From an optimization exercise on the open Yosys and OpenROAD flow, aimed at small area and a short achievable clock period; shortcuts taken in it are not production practice. At most, simulation tests tie the RTL to the original design; equivalence was not proved. For run 7, only the layout was checked, not whether the RTL still works. Power figures rest on the tool's default switching activity, not on a simulated workload.

===== run.sh =====
#!/bin/bash
# synth_recipe.tcl (not shown) runs the flow's synth.tcl, then flattens the netlist and writes it again
# the make line also repeats each setting of config.mk as NAME=value (left out here)
make -C /OpenROAD-flow-scripts/flow DESIGN_CONFIG=/design/flow/config.mk WORK_HOME=/design/flow/orfs CLKGATE_MAP_FILE= SYNTH_SCRIPT=/design/flow/synth_recipe.tcl finish

===== config.mk =====
export PLATFORM = sky130hd
export DESIGN_NAME = ep_fifo_top
export DESIGN_NICKNAME = ep_fifo_top
export VERILOG_FILES = /design/flow/design.v
export SDC_FILE = /design/flow/constraint.sdc
export NUM_CORES = 4
export LEC_CHECK = 0
export ABC_CLOCK_PERIOD_IN_PS = 2400
export CAP_MARGIN = 20
export CORE_MARGIN = 2
export CORE_UTILIZATION = 55
export CTS_BUF_LIST = sky130_fd_sc_hd__clkbuf_8 sky130_fd_sc_hd__clkbuf_16
export CTS_CLUSTER_DIAMETER = 60
export CTS_CLUSTER_SIZE = 24
export PLACE_DENSITY = 0.7
export SETUP_SLACK_MARGIN = 2.5
export SLEW_MARGIN = 20

===== constraint.sdc =====
create_clock -name core_clock -period 5.0 [get_ports {fifoClk}]
set_input_delay 1.0000 -clock core_clock [delete_from_list [all_inputs] [get_ports {fifoClk}]]
set_output_delay 1.0000 -clock core_clock [all_outputs]
set_load 0.01 [all_outputs]

===== design.v =====
package ep_fifo_pkg;
  localparam int DATA_W = 32;
  localparam int BE_W = DATA_W / 8;
  localparam int EP_ID_W = 2;
  localparam int NUM_EP = 1 << EP_ID_W;
  localparam int RAM_AW = 8;
  typedef struct packed {
    logic [EP_ID_W-1:0] ep;
    logic [BE_W-1:0]    be;
    logic [DATA_W-1:0]  data;
  } ep_wr_t;
  typedef struct packed {
    logic               vld;
    logic               wr;
    logic [RAM_AW-1:0]  adr;
    logic [BE_W-1:0]    be;
    logic [DATA_W-1:0]  data;
    logic [EP_ID_W-1:0] ep;
  } ram_req_t;
  typedef struct packed {
    logic [EP_ID_W-1:0] ep;
    logic [BE_W-1:0]    be;
    logic [DATA_W-1:0]  data;
  } ep_rd_rsp_t;
endpackage
`timescale 1ns/1ns
module ep_fifo_top (
  input  logic                             fifoClk,
  input  logic                             fifoRstn,
  input  logic                             wr_stb,
  input  logic [ep_fifo_pkg::EP_ID_W-1:0]  wr_ep,
  input  logic [ep_fifo_pkg::BE_W-1:0]     wr_be,
  input  logic [ep_fifo_pkg::DATA_W-1:0]   wr_data,
  input  logic                             rd_stb,
  input  logic [ep_fifo_pkg::EP_ID_W-1:0]  rd_ep,
  output logic                             rd_valid,
  output logic [ep_fifo_pkg::EP_ID_W-1:0]  rd_rsp_ep,
  output logic [ep_fifo_pkg::BE_W-1:0]     rd_rsp_be,
  output logic [ep_fifo_pkg::DATA_W-1:0]   rd_rsp_data,
  output logic [ep_fifo_pkg::NUM_EP-1:0]   ep_empty,
  output logic [ep_fifo_pkg::NUM_EP-1:0]   ep_full,
  output logic [ep_fifo_pkg::NUM_EP-1:0]   ep_almost_full,
  output logic [ep_fifo_pkg::NUM_EP-1:0]   ep_almost_empty
);
  localparam int NUM_EP = ep_fifo_pkg::NUM_EP;
  localparam int DATA_W = ep_fifo_pkg::DATA_W;
  localparam int BE_W   = ep_fifo_pkg::BE_W;
  localparam int DEPTH  = 16;
  logic [3:0]        wr_ptr  [NUM_EP];
  logic [DEPTH-1:0]  rd_oh   [NUM_EP];    
  logic [4:0]        cnt     [NUM_EP];
  logic [BE_W-1:0]   last_be [NUM_EP];
  logic [NUM_EP-1:0] wr_sel, rd_sel, wr_acc, rd_acc;
  logic [NUM_EP-1:0] not_empty;
  logic [4:0]        cnt_nxt [NUM_EP];
  logic [DATA_W-1:0] mem [NUM_EP][DEPTH];
  logic [DATA_W-1:0] head [NUM_EP];
  for (genvar e = 0; e < NUM_EP; e++) begin : g_ep
    assign wr_sel[e] = wr_stb & (wr_ep == e);
    assign rd_sel[e] = rd_stb & (rd_ep == e);
    assign wr_acc[e] = wr_sel[e] & ~ep_full[e];
    assign rd_acc[e] = rd_sel[e] & not_empty[e];
    assign ep_empty[e] = ~not_empty[e];
    always_comb begin
      cnt_nxt[e] = cnt[e];
      if (wr_acc[e] & ~rd_acc[e]) cnt_nxt[e] = cnt[e] + 5'd1;
      if (rd_acc[e] & ~wr_acc[e]) cnt_nxt[e] = cnt[e] - 5'd1;
    end
    always_ff @(posedge fifoClk or negedge fifoRstn) begin
      if (!fifoRstn) begin
        wr_ptr[e]          <= '0;
        rd_oh[e]           <= DEPTH'(1);
        cnt[e]             <= '0;
        not_empty[e]       <= 1'b0;
        ep_full[e]         <= 1'b0;
        ep_almost_full[e]  <= 1'b0;
        ep_almost_empty[e] <= 1'b0;
      end else begin
        if (wr_acc[e]) wr_ptr[e] <= wr_ptr[e] + 4'd1;
        if (rd_acc[e]) rd_oh[e] <= {rd_oh[e][DEPTH-2:0], rd_oh[e][DEPTH-1]};
        cnt[e]             <= cnt_nxt[e];
        not_empty[e]       <= (cnt_nxt[e] != 5'd0);
        ep_full[e]         <= (cnt_nxt[e] == 5'd16);
        ep_almost_full[e]  <= (cnt_nxt[e] == 5'd15);
        ep_almost_empty[e] <= (cnt_nxt[e] == 5'd1);
      end
    end
    always_ff @(posedge fifoClk) begin
      if (wr_acc[e]) last_be[e] <= wr_be;
    end
    for (genvar s = 0; s < DEPTH; s++) begin : g_slot
      for (genvar b = 0; b < BE_W; b++) begin : g_lane
        always_ff @(posedge fifoClk) begin
          if (wr_acc[e] && wr_ptr[e] == s && wr_be[b])
            mem[e][s][8*b +: 8] <= wr_data[8*b +: 8];
        end
      end
    end
    always_comb begin
      head[e] = '0;
      for (int s = 0; s < DEPTH; s++)
        head[e] = head[e] | ({DATA_W{rd_oh[e][s]}} & mem[e][s]);
    end
  end
  logic [DATA_W-1:0] rsp_data_nxt;
  logic [BE_W-1:0]   rsp_be_nxt;
  always_comb begin
    rsp_data_nxt = '0;
    for (int e = 0; e < NUM_EP; e++)
      rsp_data_nxt = rsp_data_nxt | ({DATA_W{rd_ep == e}} & head[e]);
  end
  assign rsp_be_nxt = (ep_almost_empty[rd_ep] & ~(wr_stb & (wr_ep == rd_ep)))
                      ? last_be[rd_ep] : {BE_W{1'b1}};
  always_ff @(posedge fifoClk or negedge fifoRstn) begin
    if (!fifoRstn) rd_valid <= 1'b0;
    else           rd_valid <= |rd_acc;
  end
  always_ff @(posedge fifoClk) begin
    rd_rsp_ep   <= rd_ep;
    rd_rsp_be   <= rsp_be_nxt;
    rd_rsp_data <= rsp_data_nxt;
  end
endmodule

==> summary.txt, run 1 <==
status=no timing/DRC/antenna violations; Synth cell types=between 50 and 60; Area Growth Syn to Fin=11.6%; CP startpoint kind=register; LEAKAGE=30.1 nW; number of DRC markers in iteration 0=a little under 8,000; flops & latches, synth=2,219; RSZ-0062 raised after global routing=true; Worst-Margin Slew=1.08 ns; Fmax=about 370 MHz; Wirelength per Cell=about 37 um; Die H=just under 400 um; # setup viols final=0; Top Family by Delay on Critical Path=multiplexers; CTS sink count=2,219; CTS tree=yes; Pre-antenna DRT Iters=6; Main synth FF type=edfxtp_1; IO Count=99; # nets final=4,578; Worst VDD drop=0.343 mV; fin worst setup slack=2.27 ns; final HPWL from detailed placement=150,000 um; Post-Syn Area per Cell=18.5 um2; Critical Path Fanout Max=7; vias per inst=7.16; Post-synth EDFFs=2,064; vias in the first global route=around 44,000; Initial Utilization=0.553; GRT Overall Usage=0.312; yosys warns=8; Final Util=0.617; R2R Setup Slk=2.27 ns; first-pass GRT wire length=roughly 340,000 um; cell count after synthesis=4,410; R2R Path Start=rd_oh[1][0]; Async S/R FF share, synth=0.0527; Clock Path Buffers=3; worst r2r path cells=6; crit path DAT=3.36 ns; Final min period=2.73 ns; Cell Rows=between 100 and 150; register area=65,800 um2; top post-synthesis cells by area=edfxtp_1, a221oi_1, a22o_1; Final Hold Fails=0; Yosys top cell area share=0.760; CP Buf/Inv Count=2; Slowest cell on crit path=mux4_2; Power Density=383 nW/um2; IO Port Bufs=98; Synth area leader=edfxtp_1; kind of critical path=register to register; gr ovfl total=0; syn_nets=~4,500; initial antenna violation count=21; CTS root buffer=clkbuf_16; reg-to-reg critical path endpoint=rd_rsp_data[10]; chip width=just under 400 um; via count=46,800; final clock skew=0.0258 ns; H-Tree Depth=3; CTS Buf Count=between 100 and 150; post-synthesis sequential area ratio=0.805; Crit path largest cell delay=0.74 ns; Max-slew headroom=0.278; type of the worst min-delay path=primary input to asynchronous set/reset pin; Clk Latency, worst-skew pair=0.78 ns; multi-input logic area=15,700 um2; fin. max-slew vios=0; Antenna Nets Post-Route=0; Post-Syn Area=81,600 um2; period utilization=0.545; Core Area=between 100,000 and 150,000 um2; CP Capture Type=register; Die ar.=151,000 um2; critical path required time=5.63 ns; largest net degree at the start of global routing=118; crit-path cells=buf_12, buf_8, a22o_1, a221oi_2, nand4_1, mux4_2; Filler Cells Inserted=~10,000; drt drc=0; Clk pin slew, worst setup/hold paths=0.09 ns; TNS Setup=0 ns; dpl ws=~1.1 ns; share of layout cells above drive strength 1=0.189; drt total wl=~240,000 um; total of max-cap violations=0; Routability Congestion=0.935
==> cell families (layout without fill, tap and decap cells) <==
logic type / count (synthesis) / in the layout / share of synthesized area
compound gates: 1056 / 1056 / 0.113
xor+xnor: 31 / 31 / 0.00333
fa+ha+maj: 26 / 26 / 0.00393
buf+inv: 372 / 568 / 0.0174
flops: 2219 / 2219 / 0.805
mux: 53 / 53 / 0.0124
other cells: 0 / 4 / 0
simple gates: 653 / 654 / 0.0452
==> synth_stat cells, drive strengths merged (3+ instances only) <==
library cell and count:
nand4b 5, a221oi 512, a21oi 7, mux4 37
a22oi 4, ha 24, or4b 3, dfrtp 113
inv 31, edfxtp 2064, o21ai 8, nor4 4
nand4bb 3, nor3b 4, and2 65, dfstp 4
nand2 165, and4 5, clkbuf 313, dfxtp 38
a211oi 3, or2 4, and4b 5, xnor2 29
a22o 512, nand4 136, buf 27, nand3 6
nor4b 4, mux2 16, o32ai 3, and3 198
nand2b 4, nor2 27, nor3 11
==> per-stage QoR <==
step | power (mW) | cells | hold WS [ns] | instance area (um2)
floorplan | 22.3 | 4410 | 0.486 | 82100
global placement | 23.5 | 6235 | 0.474 | 85000
detailed placement | 23.6 | 6235 | 0.481 | 85000
CTS | 34.7 | 6505 | 0.427 | 90300
global route | 35.6 | 6537 | 0.440 | 91000
finish | 34.8 | 6541 | 0.350 | 91000
==> flip-flops by register name, summed over array words and instances (netlist names) <==
| signal | count |
|---|---|
| rd_rsp_be | 4 |
| mem | 2048 |
| rd_rsp_ep | 2 |
| ep_almost_full | 4 |
| rd_oh | 64 |
| wr_ptr | 16 |
| rd_valid | 1 |
| not_empty | 4 |
| ep_almost_empty | 4 |
| ep_full | 4 |
| last_be | 16 |
| rd_rsp_data | 32 |
| cnt | 20 |
==> layout make-up <==
cell class / count / area share
flip-flops and latches: 2219 / 0.723
multi-input cells: 1820 / 0.173
clock buffers: 133 / 0.0360
repair buffers: 316 / 0.0306
well taps: 1930 / 0.0265
clock inverters: 87 / 0.00971
inverters: 32 / 0.00154
diodes: 4 / 0.000110
==> layout by cell type (no fill, tap or decap), types with 17 or more instances in the layout <==
cell	count
buf_4	180
dfrtp_2	19
a221oi_1	419
clkbuf_16	129
dfxtp_1	20
nand2_1	164
dlygate4sd2_1	35
a221oi_2	91
and3_2	60
mux4_2	37
ha_1	22
buf_6	29
a22o_1	511
and3_4	41
buf_2	25
inv_1	49
nand4_1	136
dfxtp_2	17
xnor2_1	25
dfrtp_1	87
nor2_1	17
and3_1	97
and2_2	57
edfxtp_1	2064
==> routing by layer <==
| metal | vias up | track usage | wire length, um | share of wire |
|---|---|---|---|---|
| met5 | - | 0 | 164 | 0.00068 |
| met1 | 23800 | 0.435 | 85800 | 0.36 |
| met2 | 3703 | 0.481 | 110000 | 0.46 |
| met3 | 581 | 0.0808 | 33100 | 0.14 |
| met4 | 20 | 0.109 | 10600 | 0.044 |
| li1 | 18700 | - | - | - |
==> how the worst max path moves through the flow <==
| stage | startpoint | endpoint | slack (ns) | cells past startpoint |
|---|---|---|---|---|
| after floorplan | wr_ep[1] | mem[4][0] | 2.26 | 8 |
| after global placement | wr_ep[1] | mem[23][11] | 1.17 | 6 |
| after detailed placement | wr_ep[1] | mem[22][16] | 1.06 | 6 |
| after CTS | rd_valid | rd_valid | 2.32 | 1 |
| after global routing | rd_oh[1][0] | rd_rsp_data[10] | 2.30 | 6 |
| final | rd_oh[1][0] | rd_rsp_data[10] | 2.27 | 6 |
==> worst register-to-register path: cells and delay by family, from the launching register on <==
kind / cells / cell delay, ns
DFF: 1 / 0.49
and+or+nand+nor: 1 / 0.58
AOI/OAI and AO/OA: 2 / 0.47
buffers and inverters: 2 / 0.29
muxes: 1 / 0.75
==> what timing repair did <==
action                                   CTS  global route
hold buffers                               0             0
buffers inserted                          49            31
endpoints found under the setup margin  1615           249
resized for setup                        248           105
pin swaps                                 47            32
cloned                                     1             1
==> report_power, final <==
part	internal, mW	total (mW)	leakage (nW)	switching (mW)
Clock	5.38	11.5	2.11	6.12
Sequential	20.7	21.0	20.4	0.319
Combinational	0.636	2.36	7.64	1.72
Total	26.7	34.8	30.1	8.16
Testbench counts, summed over its fixed seeds: lat cycles 21,807, reads 21,807.
==> run 2, diff against run 1 <==
--- a/config.mk
+++ b/config.mk
@@ -8,10 +8,9 @@
 export ABC_CLOCK_PERIOD_IN_PS = 2400
 export CAP_MARGIN = 20
 export CORE_MARGIN = 2
-export CORE_UTILIZATION = 55
-export CTS_BUF_LIST = sky130_fd_sc_hd__clkbuf_8 sky130_fd_sc_hd__clkbuf_16
+export CORE_UTILIZATION = 45
 export CTS_CLUSTER_DIAMETER = 60
 export CTS_CLUSTER_SIZE = 24
-export PLACE_DENSITY = 0.7
+export PLACE_DENSITY = 0.6
 export SETUP_SLACK_MARGIN = 2.5
 export SLEW_MARGIN = 20
==> summary.txt, run 2 <==
Post-Syn Area per Cell=18.5 um2 (unchanged); Clk Latency, worst-skew pair=0.80 ns (was 0.78 ns); fin. max-slew vios=0 (unchanged); GRT Overall Usage=0.260 (was 0.312); RSZ-0062 raised after global routing=true (unchanged); Max-slew headroom=0.253 (was 0.278); via count=46,300 (was 46,800); final clock skew=0.0263 ns (was 0.0258 ns); IO Port Bufs=98 (unchanged); Antenna Nets Post-Route=0 (unchanged); Post-synth top cells=edfxtp_1, a221oi_1, a22o_1 (unchanged); Final Hold Fails=0 (unchanged); hold slack=0.249 ns (was 0.350 ns); Initial Utilization=0.452 (was 0.553); gr ovfl total=0 (unchanged); commonest non-fill, non-tap cell in the layout=edfxtp_1 (unchanged); Yosys top cell area share=0.760 (unchanged); Async S/R FF share, synth=0.0527 (unchanged); CP startpoint kind=register (unchanged); Power Density=391 nW/um2 (was 383 nW/um2); CTS Hold Bufs=0 (unchanged); largest net degree at the start of global routing=87 (was 118); share of layout cells above drive strength 1=0.185 (was 0.189); drt drc=0 (unchanged); Die H=430 um (was 389 um); final HPWL from detailed placement=154,000 um (was 150,000 um); cell count after synthesis=4,410 (unchanged); critical path required time=5.60 ns (was 5.63 ns); LEAKAGE=30.0 nW (was 30.1 nW); total of max-cap violations=0 (unchanged); most frequent cells in the layout=edfxtp_1, a22o_1, a221oi_1 (unchanged); kind of critical path=register to register (unchanged); CTS tree=yes (unchanged); H-Tree Depth=4 (was 3); top post-synthesis cells by area=edfxtp_1, a221oi_1, a22o_1 (unchanged); period utilization=0.518 (was 0.545); Clock Path Buffers=3 (unchanged); first-pass GRT wire length=342,000 um (was 335,000 um); TNS Setup=0 ns (unchanged); IO Count=99 (unchanged); # nets final=4,552 (was 4,578); flops & latches, synth=2,219 (unchanged); CTS sink count=2,219 (unchanged); Critical Path Fanout Max=13 (was 7); Worst VDD drop=0.252 mV (was 0.343 mV); Clk pin slew, worst setup/hold paths=0.08 ns (was 0.09 ns); Wirelength per Cell=35.2 um (was 36.7 um); Post-synth EDFFs=2,064 (unchanged); initial antenna violation count=19 (was 21); Core Area=180,000 um2 (was 147,000 um2); syn_nets=4,478 (unchanged); CTS root buffer=clkbuf_16 (unchanged); top flop regs=mem (2048), rd_oh (64), rd_rsp_data (32) (unchanged); Main synth FF type=edfxtp_1 (unchanged); status=no timing/DRC/antenna violations (unchanged); Synth area leader=edfxtp_1 (unchanged); drt total wl=245,000 um (was 240,000 um); Worst-Margin Slew=1.12 ns (was 1.08 ns); Pre-antenna DRT Iters=6 (unchanged); crit-path cells=buf_4, a22o_1, a221oi_2, nand4_1, mux4_2 (was buf_12, buf_8, a22o_1, a221oi_2, nand4_1, mux4_2); crit path DAT=3.19 ns (was 3.36 ns); CP Capture Type=register (unchanged); Slowest cell on crit path=mux4_2 (unchanged); number of DRC markers in iteration 0=7,232 (was 7,836); post-synthesis sequential area ratio=0.805 (unchanged); # setup viols final=0 (unchanged); vias per inst=6.65 (was 7.16); CTS Buf Count=139 (was 121); Area Growth Syn to Fin=12.1% (was 11.6%); Synth cell types=53 (unchanged); vias in the first global route=43,700 (was 44,400); chip width=430 um (was 389 um); Top reg by flops=mem (unchanged); max FFs per register=2,048 (unchanged); Fmax=386 MHz (was 367 MHz); fin cells=6,967 (was 6,541); Final min period=2.59 ns (was 2.73 ns); Crit path largest cell delay=0.75 ns (was 0.74 ns); type of the worst min-delay path=primary input to asynchronous set/reset pin (unchanged); Routability Congestion=0.899 (was 0.935); Post-Syn Area=81,600 um2 (unchanged); Die ar.=185,000 um2 (was 151,000 um2); Cell Rows=156 (was 141); yosys warns=8 (unchanged); placed insts=6,681 (was 6,235); most numerous cell in the Yosys netlist=edfxtp_1 (unchanged)
## run 2: final timing paths
path                                   endpoint  cells past startpoint  slack [ns]    startpoint
worst min register to register      rd_oh[2][0]                      2        0.48  rd_oh[2][15]
worst min-delay path                  cnt[3][3]                      1        0.25      fifoRstn
worst max register to register  rd_rsp_data[10]                      5        2.41   rd_oh[0][9]
min in group core_clock            rd_rsp_ep[0]                      1        0.47      rd_ep[0]
max in group asynchronous           rd_oh[1][5]                      2        3.76      fifoRstn
worst max-delay path            rd_rsp_data[10]                      5        2.41   rd_oh[0][9]
## run 2: logic make-up after synthesis
logic type,count (synthesis),synth area share
DFF,2219,0.805
xor gates and xnor gates,31,0.00333
buffers and inverters,372,0.0174
AOI/OAI and AO/OA,1056,0.113
adders and majority gates,26,0.00393
and+or+nand+nor,653,0.0452
muxes,53,0.0124
## run 2: per-stage QoR
stage               power [mW]  area, um2  worst slack, ns  utilization
floorplan                 22.3      82100             2.26            -
global placement          23.6      85600             1.24        0.475
detailed placement        23.6      85600             1.17        0.475
CTS                       35.8      90900             2.43        0.504
global route              36.7      91400             2.38        0.507
finish                    35.8      91400             2.41        0.507
## run 2: what timing repair did
action | 4_1_cts | 5_1_grt
endpoints found under the setup margin | 1654 | 469
pin swaps | 30 | 39
resized for setup | 213 | 106
setup buffers | 23 | 9
## run 2: routing by layer
metal  share of wire  track usage  wire length (um)
met3            0.11       0.0536             26500
met2            0.47        0.399            114000
met1            0.40        0.380             97700
met5         0.00014            0                34
met4           0.029       0.0706              7030
## run 2: power by group
part	switching, mW	internal [mW]	total, mW	leakage, nW
Clock	6.53	5.93	12.5	2.26
Combinational	1.69	0.614	2.30	7.36
Sequential	0.324	20.7	21.0	20.4
Total	8.54	27.2	35.8	30.0
## run 2: worst max-delay path, delay by kind of cell, from the launching register on
kind,cells,cell delay (ns)
AO/OA/AOI/OAI,2,0.45
AND/OR/NAND/NOR,1,0.41
multiplexers,1,0.75
buffers and inverters,1,0.23
flip-flops,1,0.56
## run 2: cell type report
cell class	count	area, um2
clock buffer	155	3650
clock inverter	91	980
multi-input combinational	1819	15700
antenna	8	20.0
timing repair buffer	273	2280
inverter	32	139
sequential	2219	65700
fill	14500	88900
tap	2370	2970
==> run 3, diff against run 2 <==
--- a/config.mk
+++ b/config.mk
@@ -12,5 +12,5 @@
 export CTS_CLUSTER_DIAMETER = 60
 export CTS_CLUSTER_SIZE = 24
 export PLACE_DENSITY = 0.6
-export SETUP_SLACK_MARGIN = 2.5
+export SETUP_SLACK_MARGIN = 2.6
 export SLEW_MARGIN = 20
==> summary.txt, run 3 <==
# nets final=4,765 (was 4,552); Final min period=2.76 ns (was 2.59 ns); type of the worst min-delay path=primary input to asynchronous set/reset pin (unchanged); post-synthesis xor/xnor area fraction=0.00333 (unchanged); Clk pin slew, worst setup/hold paths=0.09 ns (was 0.08 ns); mux contribution to synthesized area=0.0124 (unchanged); CP Buf/Inv Count=1 (unchanged); Top reg by flops=mem (unchanged); Reg power frac=0.577 (was 0.587); kind of critical path=register to register (unchanged); P_sw=8.87 mW (was 8.54 mW); Core Area=180,000 um2 (unchanged); Routability Congestion=0.916 (was 0.899); Worst path depth=5 (unchanged); largest net degree at the start of global routing=88 (was 87); share of layout cells above drive strength 1=0.269 (was 0.185); Top Family by Delay on Critical Path=multiplexers (unchanged); Clock power frac=0.355 (was 0.348); via count=48,100 (was 46,300); Die ar.=185,000 um2 (unchanged); CP endpoint=rd_rsp_data[27] (was rd_rsp_data[10]); final clock skew=0.0498 ns (was 0.0263 ns); Power Density=382 nW/um2 (was 391 nW/um2); CTS tree=yes (unchanged); Synth Area in Compound Gates=0.113 (unchanged); Fmax=362 MHz (was 386 MHz); LEAKAGE=31.7 nW (was 30.0 nW); top post-synthesis cells by area=edfxtp_1, a221oi_1, a22o_1 (unchanged); crit path DAT=3.45 ns (was 3.19 ns); number of DRC markers in iteration 0=8,199 (was 7,232); chip width=430 um (unchanged); Initial Utilization=0.452 (unchanged); internal power=27.6 mW (was 27.2 mW); TNS Setup=0 ns (unchanged); Critical Path Source=rd_oh[0][5] (was rd_oh[0][9]); RSZ-0062 raised after global routing=true (unchanged); cell count after synthesis=4,410 (unchanged); largest family of logic cells by synthesized area=compound AO/OA/AOI/OAI gates (unchanged); Synth Area in Simple Gates=0.0452 (unchanged); CTS root buffer=clkbuf_16 (unchanged); crit-path cells=buf_4, a22o_1, a221oi_4, nand4_1, mux4_2 (was buf_4, a22o_1, a221oi_2, nand4_1, mux4_2); Post-Syn Area per Cell=18.5 um2 (unchanged); CP Capture Type=register (unchanged); switching share of power=0.243 (was 0.239); final HPWL from detailed placement=165,000 um (was 154,000 um); Overall Power=36.4 mW (was 35.8 mW); Logic pwr share=0.068 (was 0.064); Worst-Margin Slew=1.14 ns (was 1.12 ns); first-pass GRT wire length=366,000 um (was 342,000 um); Crit path largest cell delay=0.74 ns (was 0.75 ns); H-Tree Depth=4 (unchanged); initial antenna violation count=33 (was 19); yosys warns=8 (unchanged); fin. max-slew vios=0 (unchanged); Post-DP Area=85,900 um2 (was 85,600 um2); Post-synth top cells=edfxtp_1, a221oi_1, a22o_1 (unchanged); IO Count=99 (unchanged); Synth area leader=edfxtp_1 (unchanged); Yosys top cell area share=0.760 (unchanged); Final Util=0.529 (was 0.507); CTS sink count=2,219 (unchanged); Main synth FF type=edfxtp_1 (unchanged); critical path required time=5.69 ns (was 5.60 ns); Critical Path Fanout Max=7 (was 13); max FFs per register=2,048 (unchanged); Post-Syn Area=81,600 um2 (unchanged); status=no timing/DRC/antenna violations (unchanged); drt drc=0 (unchanged); gr ovfl total=0 (unchanged); syn_nets=4,478 (unchanged); period utilization=0.552 (was 0.518); post-synthesis sequential area ratio=0.805 (unchanged); Wirelength per Cell=36.9 um (was 35.2 um); top flop regs=mem (2048), rd_oh (64), rd_rsp_data (32) (unchanged); # setup viols final=0 (unchanged); vias in the first global route=45,700 (was 43,700); Post-synth EDFFs=2,064 (unchanged); GRT Overall Usage=0.282 (was 0.260); most numerous cell in the Yosys netlist=edfxtp_1 (unchanged); Die H=430 um (unchanged); CP startpoint kind=register (unchanged); IO Port Bufs=98 (unchanged); Cell Rows=156 (unchanged); flops & latches, synth=2,219 (unchanged); Async S/R FF share, synth=0.0527 (unchanged); Slowest cell on crit path=mux4_2 (unchanged); Final Cell Area=95,400 um2 (was 91,400 um2); Antenna Nets Post-Route=0 (unchanged); drt total wl=266,000 um (was 245,000 um); most frequent cells in the layout=edfxtp_1, a22o_1, a221oi_1 (unchanged); CTS Buf Count=140 (was 139); Area Growth Syn to Fin=16.9% (was 12.1%); Synth cell types=53 (unchanged); reg-to-reg critical path endpoint=rd_rsp_data[27] (was rd_rsp_data[10]); commonest non-fill, non-tap cell in the layout=edfxtp_1 (unchanged); Pre-antenna DRT Iters=6 (unchanged); Final Hold Fails=0 (unchanged); CTS Hold Bufs=0 (unchanged); R2R Path Start=rd_oh[0][5] (was rd_oh[0][9]); total of max-cap violations=0 (unchanged); Clk Latency, worst-skew pair=0.82 ns (was 0.80 ns); adder-cell share of the synthesized area=0.00393 (unchanged); Worst VDD drop=0.332 mV (was 0.252 mV); vias per inst=6.68 (was 6.65); R2R Setup Slk=2.24 ns (was 2.41 ns); Clock Path Buffers=3 (unchanged); Max-slew headroom=0.240 (was 0.253); worst r2r path cells=5 (unchanged)
-- run 3: timing repair --
action | CTS | global route
gates resized for setup | 674 | 141
cloned | 7 | 1
pin swaps | 104 | 65
setup buffers | 192 | 25
endpoints found under the setup margin | 1902 | 736
-- run 3: per-stage QoR --
| step | cells | setup WS [ns] | hold slack, ns |
|---|---|---|---|
| 3_5_place_dp | 6700 | 0.762 | 0.529 |
| 6_report | 7196 | 2.24 | 0.251 |
| 2_1_floorplan | 4410 | 2.26 | 0.486 |
| 4_1_cts | 7155 | 2.30 | 0.283 |
| 3_3_place_gp | 6699 | 0.803 | 0.513 |
| 5_1_grt | 7185 | 2.31 | 0.322 |
-- run 3: layout make-up --
cell class | count | area [um2]
fillers | 14100 | 85000
clock buffers | 166 | 3770
diodes | 15 | 37.5
inverters | 32 | 139
well taps | 2370 | 2970
multi-input cells | 1819 | 17000
clock inverters | 90 | 1110
repair buffers | 485 | 4510
flip-flops and latches | 2219 | 65800
-- run 3: worst min path at each step --
stage	endpoint	startpoint	cells after the start	slack [ns]
2_1_floorplan	cnt[1][4]	cnt[1][4]	1	0.49
3_3_place_gp	cnt[1][4]	cnt[1][4]	1	0.51
3_5_place_dp	cnt[2][4]	cnt[2][4]	1	0.53
4_1_cts	cnt[1][2]	fifoRstn	1	0.28
5_1_grt	cnt[1][2]	fifoRstn	1	0.32
6_report	cnt[1][2]	fifoRstn	1	0.25
-- run 3: cells by family (layout without fill, tap and decap cells) --
group / count (synthesis) / count (layout)
buf+inv: 372 / 773
simple gates: 653 / 653
compound gates: 1056 / 1056
xor+xnor: 31 / 31
other cells: 0 / 15
flops: 2219 / 2219
fa+ha+maj: 26 / 26
mux: 53 / 53
-- run 3: power groups by stage --
stage | clock [mW] | combinational [mW] | sequential [mW]
2_1_floorplan | 0 | 1.00 | 21.3
3_3_place_gp | 0 | 2.25 | 21.4
3_5_place_dp | 0 | 2.27 | 21.4
4_1_cts | 13.0 | 2.40 | 21.0
5_1_grt | 13.6 | 2.58 | 21.1
6_report | 12.9 | 2.48 | 21.0
-- run 3: metal layers --
| layer | wire [um] | track usage | part of all wire |
|---|---|---|---|
| met1 | 99900 | 0.392 | 0.38 |
| met2 | 125000 | 0.443 | 0.47 |
| met3 | 29600 | 0.0532 | 0.11 |
| met4 | 11200 | 0.107 | 0.042 |
| met5 | 102 | 0 | 0.00038 |
==> run 4, diff against run 3 <==
--- a/config.mk
+++ b/config.mk
@@ -8,9 +8,9 @@
 export ABC_CLOCK_PERIOD_IN_PS = 2400
 export CAP_MARGIN = 20
 export CORE_MARGIN = 2
-export CORE_UTILIZATION = 45
+export CORE_UTILIZATION = 65
 export CTS_CLUSTER_DIAMETER = 60
-export CTS_CLUSTER_SIZE = 24
-export PLACE_DENSITY = 0.6
-export SETUP_SLACK_MARGIN = 2.6
+export CTS_CLUSTER_SIZE = 30
+export PLACE_DENSITY = 0.75
+export SETUP_SLACK_MARGIN = 2.5
 export SLEW_MARGIN = 20
==> summary.txt, run 4 <==
Die ar.=128,000 um2 (was 185,000 um2); Clk Latency, worst-skew pair=0.82 ns (about the same); most numerous cell in the Yosys netlist=edfxtp_1 (unchanged); drt total wl=240,000 um (was 266,000 um); Synth area leader=edfxtp_1 (unchanged); IO Count=99 (unchanged); R2R Path Start=rd_oh[1][4] (was rd_oh[0][5]); period utilization=0.549 (was 0.552); worst r2r path cells=5 (unchanged); Final Util=0.734 (was 0.529); Synth cell types=53 (unchanged); Post-Syn Area per Cell=18.5 um2 (unchanged); Post-synth top cells=edfxtp_1, a221oi_1, a22o_1 (unchanged); CTS Buf Count=132 (was 140); H-Tree Depth=4 (unchanged); syn_nets=4,478 (unchanged); gr ovfl total=0 (unchanged); Post-synth EDFFs=2,064 (unchanged); number of DRC markers in iteration 0=8,930 (was 8,199); Main synth FF type=edfxtp_1 (unchanged); total of max-cap violations=0 (unchanged); Worst-Margin Slew=1.25 ns (was 1.14 ns); flops & latches, synth=2,219 (unchanged); CTS Hold Bufs=0 (unchanged); crit path DAT=3.39 ns (was 3.45 ns); Top reg by flops=mem (unchanged); drt drc=0 (unchanged); RSZ-0062 raised after global routing=true (unchanged); IO Port Bufs=98 (unchanged); post-synthesis sequential area ratio=0.805 (unchanged); CTS sink count=2,219 (unchanged); CP Capture Type=register (unchanged); TNS Setup=0 ns (unchanged); CP startpoint kind=register (unchanged); Antenna Nets Post-Route=0 (unchanged); Final Hold Fails=0 (unchanged); Core Area=124,000 um2 (was 180,000 um2); Post-Syn Area=81,600 um2 (unchanged); largest net degree at the start of global routing=88 (unchanged); Slowest cell on crit path=mux4_2 (unchanged); first-pass GRT wire length=334,000 um (was 366,000 um); vias in the first global route=45,000 (was 45,700); Clock Path Buffers=3 (unchanged); Worst path depth=5 (unchanged); Wirelength per Cell=38.4 um (was 36.9 um); Critical Path Source=rd_oh[1][4] (was rd_oh[0][5]); Worst VDD drop=0.394 mV (was 0.332 mV); kind of critical path=register to register (unchanged); Area Growth Syn to Fin=11.8% (was 16.9%); yosys warns=8 (unchanged); Pre-antenna DRT Iters=9 (was 6); critical path required time=5.64 ns (was 5.69 ns); max FFs per register=2,048 (unchanged); top flop regs=mem (2048), rd_oh (64), rd_rsp_data (32) (unchanged); Yosys top cell area share=0.760 (unchanged); Fmax=364 MHz (was 362 MHz); commonest non-fill, non-tap cell in the layout=edfxtp_1 (unchanged); via count=48,100 (about the same); final clock skew=0.0455 ns (was 0.0498 ns); Final min period=2.75 ns (was 2.76 ns); share of layout cells above drive strength 1=0.202 (was 0.269); Top Family by Delay on Critical Path=multiplexers (unchanged); top post-synthesis cells by area=edfxtp_1, a221oi_1, a22o_1 (unchanged); fin. max-slew vios=0 (unchanged); # setup viols final=0 (unchanged); most frequent cells in the layout=edfxtp_1, a22o_1, a221oi_1 (unchanged); Die H=358 um (was 430 um); GRT Overall Usage=0.371 (was 0.282); Routability Congestion=0.952 (was 0.916); type of the worst min-delay path=primary input to asynchronous set/reset pin (unchanged); cell count after synthesis=4,410 (unchanged); status=no timing/DRC/antenna violations (unchanged); crit-path cells=buf_6, a22o_1, a221oi_2, nand4_1, mux4_2 (was buf_4, a22o_1, a221oi_4, nand4_1, mux4_2); Clk pin slew, worst setup/hold paths=0.09 ns (about the same); Power Density=391 nW/um2 (was 382 nW/um2); # nets final=4,581 (was 4,765); initial antenna violation count=25 (was 33); Max-slew headroom=0.165 (was 0.240); CP Buf/Inv Count=1 (unchanged); chip width=358 um (was 430 um); Cell Rows=129 (was 156); Crit path largest cell delay=0.74 ns (about the same); final HPWL from detailed placement=146,000 um (was 165,000 um); Async S/R FF share, synth=0.0527 (unchanged); Critical Path Fanout Max=6 (was 7); CTS root buffer=clkbuf_16 (unchanged); vias per inst=7.67 (was 6.68); LEAKAGE=30.2 nW (was 31.7 nW); Initial Utilization=0.657 (was 0.452); CTS tree=yes (unchanged)
[run 4: cell counts after synthesis]
Identical to the previous run, type by type.
[run 4: layout make-up]
class,instances,area (um2)
Antenna cell,7,17.5
Clock buffer,144,3430
Clock inverter,101,1250
Fill cell,6951,33000
Inverter,32,128
Multi-Input combinational cell,1820,15800
Sequential cell,2219,65800
Tap cell,1637,2050
Timing Repair Buffer,308,2700
[run 4: routing by layer]
metal	up-vias	GRT usage	share of wire
met1	23800	0.521	0.34
met3	830	0.103	0.15
li1	18700	-	-
met2	4687	0.559	0.45
met4	26	0.151	0.053
met5	-	0	0.00081
[run 4: power by group]
part | switching (mW) | leakage (nW) | internal [mW] | total (mW)
clock | 6.57 | 2.26 | 5.80 | 12.4
combinational | 1.73 | 7.64 | 0.580 | 2.31
sequential | 0.319 | 20.3 | 20.7 | 21.0
total | 8.62 | 30.2 | 27.1 | 35.7
[run 4: worst paths after layout]
kind	to	slack, ns
worst min register to register	rd_oh[0][3]	0.50
worst max register to register	rd_rsp_data[4]	2.25
worst max-delay path	rd_rsp_data[4]	2.25
worst min-delay path	wr_ptr[1][1]	0.25
max in group asynchronous	rd_oh[0][0]	3.71
min in group core_clock	rd_oh[0][3]	0.50
[run 4: what timing repair did]
action                                  4_1_cts  5_1_grt
setup buffers                                52       24
gates cloned                                  1        2
gates resized for setup                     243      140
endpoints found under the setup margin     1624      323
pin swaps                                    43       41
[run 4: kinds of logic after synthesis]
group | count (synthesis) | synth area share
AOI/OAI and AO/OA | 1056 | 0.113
xor gates and xnor gates | 31 | 0.00333
adders and majority gates | 26 | 0.00393
buffers and inverters | 372 | 0.0174
DFF | 2219 | 0.805
muxes | 53 | 0.0124
and+or+nand+nor | 653 | 0.0452
[run 4: through the flow]
stage / hold WS (ns) / setup slack (ns) / std cells / instance area [um2] / power (mW)
2_1_floorplan: 0.486 / 2.26 / 4410 / 82100 / 22.3
3_3_place_gp: 0.459 / 1.04 / 5936 / 84600 / 23.5
3_5_place_dp: 0.482 / 0.970 / 5936 / 84600 / 23.5
4_1_cts: 0.285 / 2.48 / 6234 / 90300 / 35.6
5_1_grt: 0.326 / 2.34 / 6261 / 91100 / 36.4
6_report: 0.250 / 2.25 / 6268 / 91200 / 35.7
[run 4: worst register-to-register path: stages, from the launching register on]
cell and delay [ns]:
dfrtp_4 0.58, buf_6 0.18, a22o_1 0.23, a221oi_2 0.27, nand4_1 0.59, mux4_2 0.74
==> run 5, diff against run 4 <==
--- a/config.mk
+++ b/config.mk
@@ -8,9 +8,9 @@
 export ABC_CLOCK_PERIOD_IN_PS = 2400
 export CAP_MARGIN = 20
 export CORE_MARGIN = 2
-export CORE_UTILIZATION = 65
+export CORE_UTILIZATION = 40
 export CTS_CLUSTER_DIAMETER = 60
-export CTS_CLUSTER_SIZE = 30
-export PLACE_DENSITY = 0.75
+export CTS_CLUSTER_SIZE = 24
+export PLACE_DENSITY = 0.55
 export SETUP_SLACK_MARGIN = 2.5
 export SLEW_MARGIN = 20
==> summary.txt, run 5 <==
CTS root buffer=clkbuf_16 (unchanged); Routability Congestion=0.911 (was 0.952); Logic pwr share=0.063 (was 0.065); status=no timing/DRC/antenna violations (unchanged); hold slack=0.291 ns (was 0.250 ns); top post-synthesis cells by area=edfxtp_1, a221oi_1, a22o_1 (unchanged); gr ovfl total=0 (unchanged); IO Port Bufs=98 (unchanged); kind of critical path=register to register (unchanged); Pre-antenna DRT Iters=6 (was 9); Top reg by flops=mem (unchanged); crit path DAT=3.24 ns (was 3.39 ns); Clock power frac=0.357 (was 0.347); # setup viols final=0 (unchanged); vias per inst=6.31 (was 7.67); GRT Overall Usage=0.233 (was 0.371); Final Cell Area=93,000 um2 (was 91,200 um2); max FFs per register=2,048 (unchanged); Core Area=203,000 um2 (was 124,000 um2); # nets final=4,605 (was 4,581); Slowest cell on crit path=mux4_2 (unchanged); number of DRC markers in iteration 0=7,080 (was 8,930); initial antenna violation count=16 (was 25); Antenna Nets Post-Route=0 (unchanged); largest net degree at the start of global routing=87 (was 88); share of layout cells above drive strength 1=0.215 (was 0.202); drt drc=0 (unchanged); yosys warns=8 (unchanged); vias in the first global route=44,100 (was 45,000); Post-DP Area=86,000 um2 (was 84,600 um2); crit-path cells=buf_12, buf_4, a22o_1, a221oi_1, nand4_1, mux4_2 (was buf_6, a22o_1, a221oi_2, nand4_1, mux4_2); RSZ-0062 raised after global routing=true (unchanged); switching share of power=0.240 (was 0.242); Wirelength per Cell=34.4 um (was 38.4 um); internal power=27.5 mW (was 27.1 mW); post-synthesis sequential area ratio=0.805 (unchanged); Area Growth Syn to Fin=14.0% (was 11.8%); TNS Setup=0 ns (unchanged); commonest non-fill, non-tap cell in the layout=edfxtp_1 (unchanged); Synth area leader=edfxtp_1 (unchanged); R2R Setup Slk=2.42 ns (was 2.25 ns); H-Tree Depth=4 (unchanged); first-pass GRT wire length=348,000 um (was 334,000 um); Async S/R FF share, synth=0.0527 (unchanged); Initial Utilization=0.403 (was 0.657); worst r2r path cells=6 (was 5); Power Density=389 nW/um2 (was 391 nW/um2); chip width=456 um (was 358 um); fin. max-slew vios=0 (unchanged); placed insts=6,992 (was 5,936); Final Util=0.459 (was 0.734); CP Capture Type=register (unchanged); Cell Rows=165 (was 129); Post-synth EDFFs=2,064 (unchanged); Fmax=388 MHz (was 364 MHz); type of the worst min-delay path=primary input to asynchronous set/reset pin (unchanged); critical path required time=5.67 ns (was 5.64 ns); Reg power frac=0.580 (was 0.588); CTS sink count=2,219 (unchanged); Final min period=2.58 ns (was 2.75 ns); syn_nets=4,478 (unchanged); period utilization=0.516 (was 0.549); Die H=456 um (was 358 um); IO Count=99 (unchanged); Critical Path Fanout Max=8 (was 6); Clock Path Buffers=3 (unchanged); LEAKAGE=30.5 nW (was 30.2 nW); CP startpoint kind=register (unchanged); Die ar.=208,000 um2 (was 128,000 um2); CTS tree=yes (unchanged); cell count after synthesis=4,410 (unchanged); P_sw=8.66 mW (was 8.62 mW); Max-slew headroom=0.257 (was 0.165); CTS Hold Bufs=0 (unchanged); drt total wl=252,000 um (was 240,000 um); Post-synth top cells=edfxtp_1, a221oi_1, a22o_1 (unchanged); Worst-Margin Slew=1.11 ns (was 1.25 ns); Final Hold Fails=0 (unchanged); most frequent cells in the layout=edfxtp_1, a22o_1, a221oi_1 (unchanged); fin cells=7,319 (was 6,268); Clk pin slew, worst setup/hold paths=0.09 ns (about the same); flops & latches, synth=2,219 (unchanged); Crit path largest cell delay=0.58 ns (was 0.74 ns); total of max-cap violations=0 (unchanged); Yosys top cell area share=0.760 (unchanged); Post-Syn Area=81,600 um2 (unchanged); most numerous cell in the Yosys netlist=edfxtp_1 (unchanged); Synth cell types=53 (unchanged); Clk Latency, worst-skew pair=0.80 ns (was 0.82 ns); Worst VDD drop=0.339 mV (was 0.394 mV); Post-Syn Area per Cell=18.5 um2 (unchanged); Main synth FF type=edfxtp_1 (unchanged); final HPWL from detailed placement=158,000 um (was 146,000 um); top flop regs=mem (2048), rd_oh (64), rd_rsp_data (32) (unchanged); CTS Buf Count=141 (was 132); via count=46,200 (was 48,100); final clock skew=0.0286 ns (was 0.0455 ns)
## run 5: cell counts after synthesis
Identical to the previous run, type by type.
## run 5: cell type report
| class | instances | area [um2] |
|---|---|---|
| fill | 17000 | 110000 |
| sequential | 2219 | 65800 |
| multi-input combinational | 1821 | 16100 |
| clock buffer | 149 | 3640 |
| tap | 2672 | 3340 |
| timing repair buffer | 322 | 2750 |
| clock inverter | 99 | 1210 |
| inverter | 32 | 138 |
| antenna | 5 | 12.5 |
## run 5: critical path: cells and delay by family (launching register included)
kind                   cells  cell delay, ns
AOI/OAI and AO/OA          2            0.57
buffers and inverters      2            0.32
muxes                      1            0.58
DFF                        1            0.53
and+or+nand+nor            1            0.43
## run 5: through the flow
step,total power [mW],setup slack [ns]
after floorplan,22.3,2.26
after global placement,23.6,1.06
after detailed placement,23.6,1.03
after CTS,36.3,2.36
after global routing,37.1,2.37
final,36.2,2.42
## run 5: power groups by stage
stage,clock (mW),combinational [mW],sequential [mW]
after floorplan,0,0.974,21.3
after global placement,0,2.20,21.4
after detailed placement,0,2.21,21.4
after CTS,13.1,2.25,21.0
after global routing,13.7,2.40,21.0
final,12.9,2.28,21.0
## run 5: logic make-up (layout without fill, tap and decap cells)
family	Yosys count	count (layout)	synth area share
buffers and inverters	372	602	0.0174
AND/OR/NAND/NOR	653	655	0.0452
flip-flops	2219	2219	0.805
other	0	5	0
XOR/XNOR	31	31	0.00333
AO/OA/AOI/OAI	1056	1056	0.113
adder cells (fa/ha/maj)	26	26	0.00393
multiplexers	53	53	0.0124
## run 5: what timing repair did
action                     4_1_cts  5_1_grt
cloned                           2        0
buffers inserted                38       34
setup endpoints to repair     1627      344
gates resized for setup        297      154
pin swaps                       47       52
## run 5: worst paths after layout
| check | from | end |
|---|---|---|
| min in group core_clock | rd_oh[2][12] | rd_oh[2][12] |
| worst max-delay path | rd_oh[0][9] | rd_rsp_data[10] |
| worst min-delay path | fifoRstn | ep_full[3] |
| worst max register to register | rd_oh[0][9] | rd_rsp_data[10] |
| max in group asynchronous | fifoRstn | rd_oh[0][6] |
| worst min register to register | rd_oh[2][12] | rd_oh[2][12] |
## run 5: layer usage
layer | vias up | GRT usage | part of all wire
li1 | 18800 | - | -
met1 | 24300 | 0.339 | 0.41
met2 | 2774 | 0.355 | 0.46
met3 | 356 | 0.0557 | 0.10
met4 | 4 | 0.0580 | 0.025
met5 | - | 0 | 0.000099
==> run 6, diff against run 5 <==
--- a/config.mk
+++ b/config.mk
@@ -8,9 +8,9 @@
 export ABC_CLOCK_PERIOD_IN_PS = 2400
 export CAP_MARGIN = 20
 export CORE_MARGIN = 2
-export CORE_UTILIZATION = 40
-export CTS_CLUSTER_DIAMETER = 60
-export CTS_CLUSTER_SIZE = 24
-export PLACE_DENSITY = 0.55
+export CORE_UTILIZATION = 55
+export CTS_CLUSTER_DIAMETER = 50
+export CTS_CLUSTER_SIZE = 20
+export PLACE_DENSITY = 0.7
 export SETUP_SLACK_MARGIN = 2.5
 export SLEW_MARGIN = 20
==> summary.txt, run 6 <==
status=no timing/DRC/antenna violations (unchanged); Core Area=147,000 um2 (was 203,000 um2); period utilization=0.527 (was 0.516); gr ovfl total=0 (unchanged); post-synthesis sequential area ratio=0.805 (unchanged); IO Port Bufs=98 (unchanged); Post-synth top cells=edfxtp_1, a221oi_1, a22o_1 (unchanged); syn_nets=4,478 (unchanged); chip width=389 um (was 456 um); top post-synthesis cells by area=edfxtp_1, a221oi_1, a22o_1 (unchanged); CP startpoint kind=register (unchanged); kind of critical path=register to register (unchanged); total of max-cap violations=0 (unchanged); yosys warns=8 (unchanged); LEAKAGE=30.5 nW (about the same); via count=47,600 (was 46,200); Async S/R FF share, synth=0.0527 (unchanged); IO Count=99 (unchanged); CTS sink count=2,219 (unchanged); GRT Overall Usage=0.315 (was 0.233); Initial Utilization=0.553 (was 0.403); commonest non-fill, non-tap cell in the layout=edfxtp_1 (unchanged); drt drc=0 (unchanged); share of layout cells above drive strength 1=0.202 (was 0.215); CTS root buffer=clkbuf_16 (unchanged); Post-Syn Area=81,600 um2 (unchanged); final clock skew=0.0384 ns (was 0.0286 ns); Main synth FF type=edfxtp_1 (unchanged); vias in the first global route=44,800 (was 44,100); CTS Buf Count=161 (was 141); type of the worst min-delay path=primary input to asynchronous set/reset pin (unchanged); # nets final=4,609 (was 4,605); Synth area leader=edfxtp_1 (unchanged); Top reg by flops=mem (unchanged); multi-input logic area=15,700 um2 (was 16,100 um2); Area Growth Syn to Fin=13.0% (was 14.0%); Max-slew headroom=0.293 (was 0.257); Routability Congestion=0.935 (was 0.911); critical path required time=5.66 ns (was 5.67 ns); CTS Hold Bufs=0 (unchanged); CP Capture Type=register (unchanged); register area=65,800 um2 (about the same); largest net degree at the start of global routing=118 (was 87); crit path DAT=3.29 ns (was 3.24 ns); Overall Power=36.9 mW (was 36.2 mW); Critical Path Fanout Max=18 (was 8); number of DRC markers in iteration 0=7,711 (was 7,080); Synth cell types=53 (unchanged); Worst-Margin Slew=1.06 ns (was 1.11 ns); final HPWL from detailed placement=150,000 um (was 158,000 um); fin. max-slew vios=0 (unchanged); Die H=389 um (was 456 um); Yosys top cell area share=0.760 (unchanged); Filler Cells Inserted=10,100 (was 17,000); cell count after synthesis=4,410 (unchanged); Post-synth EDFFs=2,064 (unchanged); Clk Latency, worst-skew pair=0.83 ns (was 0.80 ns); initial antenna violation count=23 (was 16); vias per inst=7.19 (was 6.31); max FFs per register=2,048 (unchanged); Fmax=380 MHz (was 388 MHz); Wirelength per Cell=36.6 um (was 34.4 um); flops & latches, synth=2,219 (unchanged); Antenna Nets Post-Route=0 (unchanged); CTS tree=yes (unchanged); Final min period=2.63 ns (was 2.58 ns); first-pass GRT wire length=339,000 um (was 348,000 um); top flop regs=mem (2048), rd_oh (64), rd_rsp_data (32) (unchanged); Die ar.=151,000 um2 (was 208,000 um2); RSZ-0062 raised after global routing=true (unchanged); Cell Rows=141 (was 165); most frequent cells in the layout=edfxtp_1, a22o_1, a221oi_1 (unchanged); Final Hold Fails=0 (unchanged); Post-Syn Area per Cell=18.5 um2 (unchanged); TNS Setup=0 ns (unchanged); H-Tree Depth=4 (unchanged); drt total wl=242,000 um (was 252,000 um); Pre-antenna DRT Iters=9 (was 6); Clk pin slew, worst setup/hold paths=0.08 ns (was 0.09 ns); Clock Path Buffers=3 (unchanged); # setup viols final=0 (unchanged); Power Density=400 nW/um2 (was 389 nW/um2); hold slack=0.298 ns (was 0.291 ns); Worst VDD drop=0.433 mV (was 0.339 mV); most numerous cell in the Yosys netlist=edfxtp_1 (unchanged)
-- run 6: cell counts after synthesis --
No cell type changed its count.
-- run 6: cells by family after synthesis --
kind of cell,Yosys count,share of synthesized area
muxes,53,0.0124
buffers and inverters,372,0.0174
adders and majority gates,26,0.00393
xor gates and xnor gates,31,0.00333
DFF,2219,0.805
AOI/OAI and AO/OA,1056,0.113
and+or+nand+nor,653,0.0452
-- run 6: layout make-up --
type,count,area share
Antenna cell,8,0.000217
Multi-Input combinational cell,1820,0.171
Sequential cell,2219,0.713
Clock inverter,101,0.0117
Clock buffer,196,0.0469
Tap cell,1930,0.0262
Inverter,32,0.00149
Timing Repair Buffer,307,0.0293
-- run 6: final timing paths --
kind | cells after the start | startpoint | slack (ns) | end
max reg2reg | 5 | rd_oh[3][7] | 2.37 | rd_rsp_data[13]
min in group core_clock | 1 | rd_ep[1] | 0.46 | rd_rsp_ep[1]
max | 5 | rd_oh[3][7] | 2.37 | rd_rsp_data[13]
min reg2reg | 2 | rd_oh[2][6] | 0.50 | rd_oh[2][7]
min | 1 | fifoRstn | 0.30 | ep_full[1]
max in group asynchronous | 1 | fifoRstn | 3.88 | rd_oh[0][1]
-- run 6: what timing repair did --
| action | CTS | global route |
|---|---|---|
| gates cloned | 1 | 1 |
| pin swaps | 42 | 30 |
| setup endpoints to repair | 1553 | 140 |
| resized for setup | 301 | 86 |
| buffers inserted | 47 | 24 |
-- run 6: per-layer routing --
metal,GRT usage,share of wire
met4,0.110,0.042
met3,0.0814,0.14
met5,0,0.00058
met2,0.485,0.46
met1,0.442,0.36
-- run 6: where the power goes --
group          switching (mW)  internal (mW)
Combinational            1.72          0.615
Clock                    6.78           6.75
Sequential              0.322           20.7
-- run 6: critical path, stage by stage, from the launching register on --
cell and delay [ns]:
dfrtp_4 0.61, buf_4 0.27, a22o_1 0.27, a221oi_2 0.24, nand4_1 0.36, mux4_2 0.70
-- run 6: per-stage QoR --
| stage | instance area, um2 | utilization | std cells | setup WS [ns] |
|---|---|---|---|---|
| floorplan | 82100 | - | 4410 | 2.26 |
| global placement | 85000 | 0.576 | 6235 | 1.17 |
| detailed placement | 85000 | 0.576 | 6235 | 1.06 |
| CTS | 91500 | 0.620 | 6580 | 2.28 |
| global route | 92200 | 0.625 | 6608 | 2.37 |
| finish | 92200 | 0.625 | 6613 | 2.37 |
==> run 7, diff against run 6 <==
--- a/design.v
+++ b/design.v
@@ -89,11 +89,9 @@
       if (wr_acc[e]) last_be[e] <= wr_be;
     end
     for (genvar s = 0; s < DEPTH; s++) begin : g_slot
-      for (genvar b = 0; b < BE_W; b++) begin : g_lane
-        always_ff @(posedge fifoClk) begin
-          if (wr_acc[e] && wr_ptr[e] == s && wr_be[b])
-            mem[e][s][8*b +: 8] <= wr_data[8*b +: 8];
-        end
+      always_ff @(posedge fifoClk) begin
+        if (wr_acc[e] && wr_ptr[e] == s)
+          mem[e][s] <= wr_data;
       end
     end
     always_comb begin
--- a/config.mk
+++ b/config.mk
@@ -9,8 +9,8 @@
 export CAP_MARGIN = 20
 export CORE_MARGIN = 2
 export CORE_UTILIZATION = 55
-export CTS_CLUSTER_DIAMETER = 50
-export CTS_CLUSTER_SIZE = 20
+export CTS_CLUSTER_DIAMETER = 60
+export CTS_CLUSTER_SIZE = 24
 export PLACE_DENSITY = 0.7
 export SETUP_SLACK_MARGIN = 2.5
 export SLEW_MARGIN = 20
==> summary.txt, run 7 <==
RSZ-0062 raised after global routing=true (unchanged); # nets final=4,600 (was 4,609); cell count after synthesis=4,202 (was 4,410); fin. max-slew vios=0 (unchanged); Clk pin slew, worst setup/hold paths=0.08 ns (about the same); Async S/R FF share, synth=0.0527 (unchanged); Synth area leader=edfxtp_1 (unchanged); Die H=386 um (was 389 um); critical path required time=5.66 ns (about the same); share of layout cells above drive strength 1=0.219 (was 0.202); hold slack=0.231 ns (was 0.298 ns); final HPWL from detailed placement=129,000 um (was 150,000 um); Critical Path Fanout Max=32 (was 18); # setup viols final=0 (unchanged); CP startpoint kind=register (unchanged); Main synth FF type=edfxtp_1 (unchanged); number of DRC markers in iteration 0=7,381 (was 7,711); flops & latches, synth=2,219 (unchanged); initial antenna violation count=27 (was 23); Post-Syn Area=80,100 um2 (was 81,600 um2); Post-Syn Area per Cell=19.1 um2 (was 18.5 um2); CTS sink count=2,219 (unchanged); top post-synthesis cells by area=edfxtp_1, a221oi_1, a22o_1 (unchanged); Initial Utilization=0.552 (was 0.553); drt drc=0 (unchanged); CTS Buf Count=132 (was 161); Crit path largest cell delay=0.75 ns (was 0.70 ns); Die ar.=149,000 um2 (was 151,000 um2); IO Port Bufs=98 (unchanged); Worst VDD drop=0.332 mV (was 0.433 mV); first-pass GRT wire length=330,000 um (was 339,000 um); CP Capture Type=register (unchanged); IO Count=99 (unchanged); Max-slew headroom=0.256 (was 0.293); placed insts=6,110 (was 6,235); Fmax=370 MHz (was 380 MHz); Top Family by Delay on Critical Path=multiplexers (unchanged); Final min period=2.70 ns (was 2.63 ns); H-Tree Depth=4 (unchanged); Core Area=145,000 um2 (was 147,000 um2); most numerous cell in the Yosys netlist=edfxtp_1 (unchanged); CTS root buffer=clkbuf_16 (unchanged); largest net degree at the start of global routing=88 (was 118); vias in the first global route=43,100 (was 44,800); Power Density=382 nW/um2 (was 400 nW/um2); max FFs per register=2,048 (unchanged); Pre-antenna DRT Iters=8 (was 9); total of max-cap violations=0 (unchanged); GRT Overall Usage=0.317 (was 0.315); via count=46,100 (was 47,600); Clk Latency, worst-skew pair=0.82 ns (was 0.83 ns); kind of critical path=register to register (unchanged); Yosys top cell area share=0.774 (was 0.760); Post-synth EDFFs=2,064 (unchanged); status=no timing/DRC/antenna violations (unchanged); Slowest cell on crit path=mux4_2 (unchanged); Cell Rows=140 (was 141); yosys warns=8 (unchanged); top flop regs=mem (2048), rd_oh (64), rd_rsp_data (32) (unchanged); Final Hold Fails=0 (unchanged); crit path DAT=3.37 ns (was 3.29 ns); fin cells=6,559 (was 6,613); LEAKAGE=30.4 nW (was 30.5 nW); Area Growth Syn to Fin=16.0% (was 13.0%); crit-path cells=buf_4, a221oi_1, nand4_1, mux4_2 (was buf_4, a22o_1, a221oi_2, nand4_1, mux4_2); CTS tree=yes (unchanged); drt total wl=238,000 um (was 242,000 um); period utilization=0.540 (was 0.527); post-synthesis sequential area ratio=0.820 (was 0.805); final clock skew=0.0370 ns (was 0.0384 ns); Antenna Nets Post-Route=0 (unchanged); CP Buf/Inv Count=1 (unchanged); Top reg by flops=mem (unchanged); chip width=386 um (was 389 um); Clock Path Buffers=3 (unchanged); commonest non-fill, non-tap cell in the layout=edfxtp_1 (unchanged); syn_nets=4,270 (was 4,478); Synth cell types=49 (was 53); gr ovfl total=0 (unchanged); Wirelength per Cell=36.3 um (was 36.6 um); type of the worst min-delay path=primary input to asynchronous set/reset pin (unchanged); Post-synth top cells=edfxtp_1, a221oi_1, a22o_1 (unchanged); Routability Congestion=0.855 (was 0.935); vias per inst=7.02 (was 7.19); Worst-Margin Slew=1.12 ns (was 1.06 ns); most frequent cells in the layout=edfxtp_1, a22o_1, a221oi_1 (unchanged); TNS Setup=0 ns (unchanged)
run 7: path summary, 6_finish.rpt:
kind,slack [ns],end,startpoint,cells after the start
max,2.30,rd_rsp_data[28],rd_oh[0][8],4
min,0.23,wr_ptr[2][2],fifoRstn,1
max reg2reg,2.30,rd_rsp_data[28],rd_oh[0][8],4
min reg2reg,0.51,rd_oh[0][9],rd_oh[0][8],2
max in group asynchronous,3.73,rd_oh[0][11],fifoRstn,2
min in group core_clock,0.45,rd_rsp_ep[0],rd_ep[0],1
run 7: cells by family (layout without fill, tap and decap cells):
kind of cell             Yosys count  in the layout  share of synthesized area
AO/OA/AOI/OAI                   1058           1058                      0.115
adder cells (fa/ha/maj)           24             24                    0.00375
other                              0              9                          0
AND/OR/NAND/NOR                  487            494                     0.0312
multiplexers                      37             37                     0.0104
flip-flops                      2219           2219                      0.820
buffers and inverters            347            771                     0.0165
XOR/XNOR                          30             30                    0.00328
run 7: cell type report:
cell class	count	area (um2)
fill	9585	52100
antenna	9	22.5
sequential	2219	65800
clock buffer	150	3500
clock inverter	85	995
multi-input combinational	1643	15000
inverter	50	208
tap	1917	2400
timing repair buffer	486	4970
run 7: report_power, final:
group	switching, mW	leakage [nW]	internal [mW]
logic	1.45	7.94	0.564
registers	0.546	20.3	20.9
clock network	6.27	2.16	5.81
total	8.27	30.4	27.3
run 7: what timing repair did:
| action | in CTS | in global routing |
|---|---|---|
| resized for setup | 450 | 128 |
| pin swaps | 76 | 85 |
| hold buffers | 0 | 0 |
| endpoints found under the setup margin | 1557 | 335 |
| setup buffers | 137 | 47 |
| cloned | 15 | 6 |
run 7: routing by layer:
metal,GRT usage,share of wire,up-vias
met5,0,0.00072,-
met4,0.114,0.041,26
met3,0.0775,0.13,500
met2,0.490,0.47,3397
met1,0.445,0.36,23700
li1,-,-,18400
run 7: stage by stage:
step / instance area [um2] / total power, mW / worst slack [ns] / utilization
after floorplan: 80700 / 22.7 / 1.79 / -
after global placement: 84300 / 23.6 / 0.917 / 0.581
after detailed placement: 84300 / 23.6 / 0.856 / 0.581
after CTS: 91700 / 35.4 / 2.38 / 0.633
after global routing: 92900 / 36.4 / 2.33 / 0.640
final: 92900 / 35.5 / 2.30 / 0.641
run 7: worst register-to-register path: stages, from the launching register on:
cell and delay, ns:
dfrtp_1 0.40, buf_4 0.33, a221oi_1 0.39, nand4_1 0.70, mux4_2 0.76

==> port drivers added, routing unchanged <==
Ports are ideal in the flow. The routed layouts listed here were re-timed in OpenROAD.
Step 1: set_driving_cell puts a clkbuf_16 on fifoClk and a buf_2 on each other input, an assumption about the parent block.
Step 2, shift: input delay + t, output delay - t, t = (earliest + latest rising clock arrival at the registers) / 2. This alone moves slack from input paths to output paths.
a / b / c = ideal ports / drivers / drivers and shift; a / b = the first two.
run | t (ns) | setup slack, ns | worst setup path at the end | slew at the worst register clock pin (ns) | pins driven straight from the clock port
run 1 | 0.844 | 2.273 / 2.273 / 1.715 | input to register | 0.10 / 0.10 | 1
run 2 | 0.864 | 2.408 / 2.408 / 1.683 | input to register | 0.09 / 0.09 | 1
run 3 | 0.876 | 2.238 / 2.238 / 1.727 | input to register | 0.10 / 0.10 | 1
run 4 | 0.871 | 2.254 / 2.254 / 1.700 | input to register | 0.10 / 0.10 | 1
run 5 | 0.863 | 2.422 / 2.422 / 1.673 | input to register | 0.10 / 0.10 | 1
run 6 | 0.884 | 2.366 / 2.366 / 1.658 | input to register | 0.09 / 0.09 | 1
run 7 | 0.878 | 2.299 / 2.299 / 1.730 | input to register | 0.10 / 0.10 | 1
After both steps every run listed still meets setup and hold. The setup slack of run 5, which loses most, moves by 0.000 ns with the drivers and by -0.749 ns with both steps.
